This is an optimization exercise on Yosys and OpenROAD, whose aim is small area and a short achievable clock period, not a production implementation.
Only simulation tests tie the RTL to the original design; equivalence was not proved.

## flow/design.v (module list and top-level ports; edited modules follow where they fit)
// module mm_mult_arbiter: 3437 lines
module mm_mult_arbiter #(
  parameter int W_D        = 32,
  parameter int NUM_REQ    = 4,
  parameter int MULT_DEPTH = 6
) (
  input  logic                   CLK,
  input  logic                   RST_N,
  input  logic                   HOLD,
  input  logic [NUM_REQ-1:0]     REQ_VALID,
  input  logic [NUM_REQ-1:0]     REQ_LAST,
  input  logic [NUM_REQ*W_D-1:0] REQ_A,
  input  logic [NUM_REQ*W_D-1:0] REQ_B,
  output logic [NUM_REQ-1:0]     REQ_READY,
  output logic [NUM_REQ-1:0]     RSLT_VALID,
  output logic [2*W_D-1:0]       RSLT,
  output logic                   RSLT_LAST,
  output logic                   BUSY
);
  // ...
==> flow/run.sh <==
#!/bin/bash
# synth_recipe.tcl (not shown) runs the flow's synth.tcl, then flattens the netlist and writes it again
# the make line also repeats each setting of config.mk as NAME=value (left out here)
make -C /OpenROAD-flow-scripts/flow DESIGN_CONFIG=/design/flow/config.mk WORK_HOME=/design/flow/orfs CLKGATE_MAP_FILE= SYNTH_SCRIPT=/design/flow/synth_recipe.tcl finish
==> flow/config.mk <==
export PLATFORM = sky130hd
export DESIGN_NAME = mm_mult_arbiter
export DESIGN_NICKNAME = mm_mult_arbiter
export VERILOG_FILES = /design/flow/design.v
export SDC_FILE = /design/flow/constraint.sdc
export NUM_CORES = 4
export LEC_CHECK = 0
export ABC_AREA = 1
export CAP_MARGIN = 20
export CORE_MARGIN = 2
export CORE_UTILIZATION = 40
export SETUP_SLACK_MARGIN = 5
export SLEW_MARGIN = 20
==> flow/constraint.sdc <==
create_clock -name core_clock -period 10.0 [get_ports {CLK}]
set_input_delay 2.0000 -clock core_clock [delete_from_list [all_inputs] [get_ports {CLK}]]
set_output_delay 2.0000 -clock core_clock [all_outputs]
set_load 0.01 [all_outputs]
==> reports/results.ini, run 1 <==
[placed_design]
place_area_um2 = 43900
placedCellCount = 5697
dp_slack_ns = 3.49

[global_routing]
grt_start_max_net_pins = 68

[routing]
vias = 32300
met2_length_um = 61600

[logic_synthesis]
synthAdderAreaFrac_pct = 27.2
synth-simple-area-share_pct = 10.2
avgSynthCellArea_um2 = 9.21
synthCells = 4269
synth_edf_count = 0

[clock_tree]
cts_buffer_depth = 3
root_buffer = clkbuf_16

[setup_path]
start_kind = flip-flop
path_delay_family = adder cells
cp_cell_sequence = inv_2 -> o22ai_1 -> xor2_1 -> fa_1 -> fa_1 -> fa_2 -> fa_1 -> fa_1 -> fa_1 -> inv_1 -> ha_1
worstSetupEndpointType = flip-flop

[timing]
slew_viol_final = 0
report.final.setup_viol = 0
rsz0062_at_grt = true
setup_tns_ns = 0

[final_layout]
top_area_cell_class = multi-input combinational cells
clock_area_share_pct = 4.79
final_cell_mix = dfxtp_1 (586), inv_1 (571), xor2_1 (564)
fill_cells = 9275
utilization_pct = 48.4
design_area_um2 = 47400
instances_no_fill = 5876
final_net_count = 5367
buffer_area_share_pct = 10.7
top_register = prod

[hold_path]
worstHoldStart = prod[1][32]$_DFF_P_

[floorplan]
die_h_um = 318
dieWidth_um = 318
die_area_um2 = 101000

[status]
status = timing/DRC/antenna clean

==> run 2: changes to the inputs <==
--- a/flow/config.mk
+++ b/flow/config.mk
@@ -6,8 +6,6 @@
 export NUM_CORES = 4
 export LEC_CHECK = 0
-export ABC_AREA = 1
 export CAP_MARGIN = 20
 export CORE_MARGIN = 2
 export CORE_UTILIZATION = 40
-export SETUP_SLACK_MARGIN = 5
 export SLEW_MARGIN = 20
==> run 2 against run 1 <==
Net effect: still clean; cell count up 32%; maximum frequency down 19%; first-iteration DRC count up 50%; global-route usage down 2.1 points; non-clock buffer count down 24; synthesized cell count up 47%; register-to-register slack worse by 0.89 ns; via count up 38%; cell area up 15%; critical path type is now in2out; highest routed layer is now met4.
==> reports/results.ini, run 2 <==
[final_layout]
final_common_cell = nand2_1
final_cell_mix = nand2_1 (766), nor2_1 (677), o21ai_0 (602)
largest_register_ffs = 384
top_register = prod
synthToLayoutAreaGrowth_pct = 12.3
drive_gt1_share_pct = 5.10
reg_top3 = prod (384), s1_a (64), s1_b (44)
final_net_count = 6912  ; +29%

[routing]
drt_iter0_drc = 5182
viasPerCell = 5.74
wire_per_inst_um = 21.1
drt_pass1_iterations = 8
drc = 0
drtAntennaViolNets = 0
wl_um = 164000
vias = 44600  ; +38%

[logic_synthesis]
ys_ff_latch = 596
synthAdderAreaFrac_pct = 24.2  ; -3.0 points
synth.area.mux_share_pct = 0.0205
synth_common_cells = nand2_1 (766), nor2_1 (685), o21ai_0 (602)
post-synth-top-count-cell = nand2_1
synth_top_flop_cell = dfxtp_1
avgSynthCellArea_um2 = 7.77  ; -16%
synth_edf_count = 0  ; unchanged
synth_compound_area_share_pct = 26.5
yosysTopAreaCellShare_pct = 24.5
netlist_area_um2 = 48700
ys_top_cells_by_area = dfxtp_1 (24%), fa_1 (20%), o21ai_0 (6.2%)
ys_seq_area_share_pct = 24.5
async_flop_share_pct = 0
synthCells = 6271  ; +47%
synth_top_family_by_area = compound AO/OA/AOI/OAI gates
synthXorXnorAreaFrac_pct = 2.19
yosysTopAreaCell = dfxtp_1
yosys_warnings = 3
synth_cell_type_count = 70
syn_nets = 7104
synth-simple-area-share_pct = 14.2  ; +4.0 points

[clock_tree]
insertion_delay_ns = 0.70
cts_tree = built
cts_buffer_depth = 3  ; unchanged
path_clk_slew_ns = 0.06
cts_buffers = 61
hold_buffers = 0
clock-sinks = 596
cts_max_level = 2
postCtsSetupRepairBufs = 0
root_buffer = clkbuf_16
ctsResizeCount = 0

[global_routing]
grt_pass1_wl_um = 249000
grt_usage_pct = 25.5
grt-ovfl-total = 0
grt_start_max_net_pins = 118  ; +74%
grt_pass1_vias = 40600
grt_antenna_before_repair = 2

[floorplan]
num_io_pins = 341
core_area_um2 = 121000
initial_core_util_pct = 40.1
die_area_um2 = 125000  ; +24%
fp-row-count = 128
die_h_um = 353  ; +11%
dieWidth_um = 353  ; +11%

[setup_path]
timing.critical_path.arrival_ns = 4.16
start_kind = input port
crit_fanout = 37
r2r-start = b_r[7]$_DFF_P_
crit_start = REQ_VALID[2]
critPathKind = in2out
cp_data_required_time_ns = 8.00
r2r_cells = 13
worstSetupEndpointType = output pin

[timing]
setup_tns_ns = 0  ; unchanged
fin_crit_ns = 6.16
hold_viol_final = 0
skew_ns = 0.0446
slew_viol_final = 0  ; unchanged
timing.final.ws_setup_ns = 3.84
fmax_ghz = 0.162
rsz0062_at_grt = false
worstMarginPinSlew_ns = 1.25
relSlewSlack_pct = 16.3
fin_crit_sh_pct = 61.6
report.final.setup_viol = 0  ; unchanged

[placed_design]
dp_slack_ns = 3.85  ; +0.360 ns
io_buffers = 340
routabilityCongestion = 0.912
place_hpwl_um = 116000

[hold_path]
worstHoldStart = prod[1][1]$_DFF_P_
holdPathStages = 0
hold_class = reg2reg

[status]
status = timing/DRC/antenna clean

[job]
maxCapViolations = 0

[run 2: worst max-delay path, stage by stage]
cell	delay [ns]
clkdlybuf4s50_1	0.48
nor2_1	0.14
a21oi_1	0.08
o21ai_0	0.17
a21o_2	0.14
buf_4	0.37
and2_1	0.20
clkdlybuf4s50_1	0.54
[run 2: layout make-up]
class                      count  area [um^2]
antenna                        1         2.50
clock buffer                  75         1680
clock inverter                41          536
fill                       12100        66600
inverter                     386         1450
multi-input combinational   4576        32700
sequential                   596        12000
tap                         1625         2030
timing repair buffer         458         4300
[run 2: logic make-up after synthesis]
logic type | Yosys count
multiplexers | 1
adder cells (fa/ha/maj) | 674
buffers and inverters | 1099
flip-flops | 596
AO/OA/AOI/OAI | 2091
XOR/XNOR | 122
AND/OR/NAND/NOR | 1688
[run 2: per-layer routing]
| metal | share of wire [%] | routed length [um] | GRT usage, % |
|---|---|---|---|
| met1 | 42 | 68500 | 35.5 |
| met4 | 3.3 | 5340 | 7.94 |
| met3 | 11 | 18400 | 5.60 |
| met5 | 0 | 0 | 0 |
| met2 | 44 | 71300 | 39.3 |
[run 2: final timing paths]
check	endpoint	slack, ns
max	REQ_READY[0]	3.84
min	prod[2][1]$_DFF_P_	0.32
max reg2reg	s1_b[30]$_DFF_P_	4.15
min reg2reg	prod[2][1]$_DFF_P_	0.32
[run 2: per-stage QoR]
step	area, um^2	instances	util (%)	hold slack, ns
after global routing	54700	7758	45.1	0.326
after CTS	54700	7756	45.1	0.322
after global placement	52500	7640	43.3	0.310
after floorplan	48700	6271	-	0.310
final	54700	7758	45.1	0.321
after detailed placement	52500	7640	43.3	0.312

afterwards: timing with drivers on the ports:
How much do the figures lean on ideal ports? The routed layouts below were timed once more, with nothing changed but the port constraints.
Step 1 (the two cells are an assumption about what drives the block):
set clk [get_ports {CLK}]
set_driving_cell -lib_cell sky130_fd_sc_hd__clkbuf_16 $clk
set_driving_cell -lib_cell sky130_fd_sc_hd__buf_2 [delete_from_list [all_inputs] $clk]
Step 2, shift: input delay + t, output delay - t, t = (earliest + latest rising clock arrival at the registers) / 2. This alone moves slack from input paths to output paths.
a / b / c = ideal / step 1 / step 2; a / b = the first two.
run | t, ns | slack for setup (ns) | worst data-port slew with drivers (ns)
run 1 | 0.710 | 5.038 / 4.980 / 4.980 | 0.14
run 2 | 0.752 | 3.839 / 3.816 / 3.816 | 0.14
After both steps setup and hold are still met in every run listed. The setup slack of run 1, which loses most, moves by -0.058 ns with the drivers and by -0.058 ns with both steps.
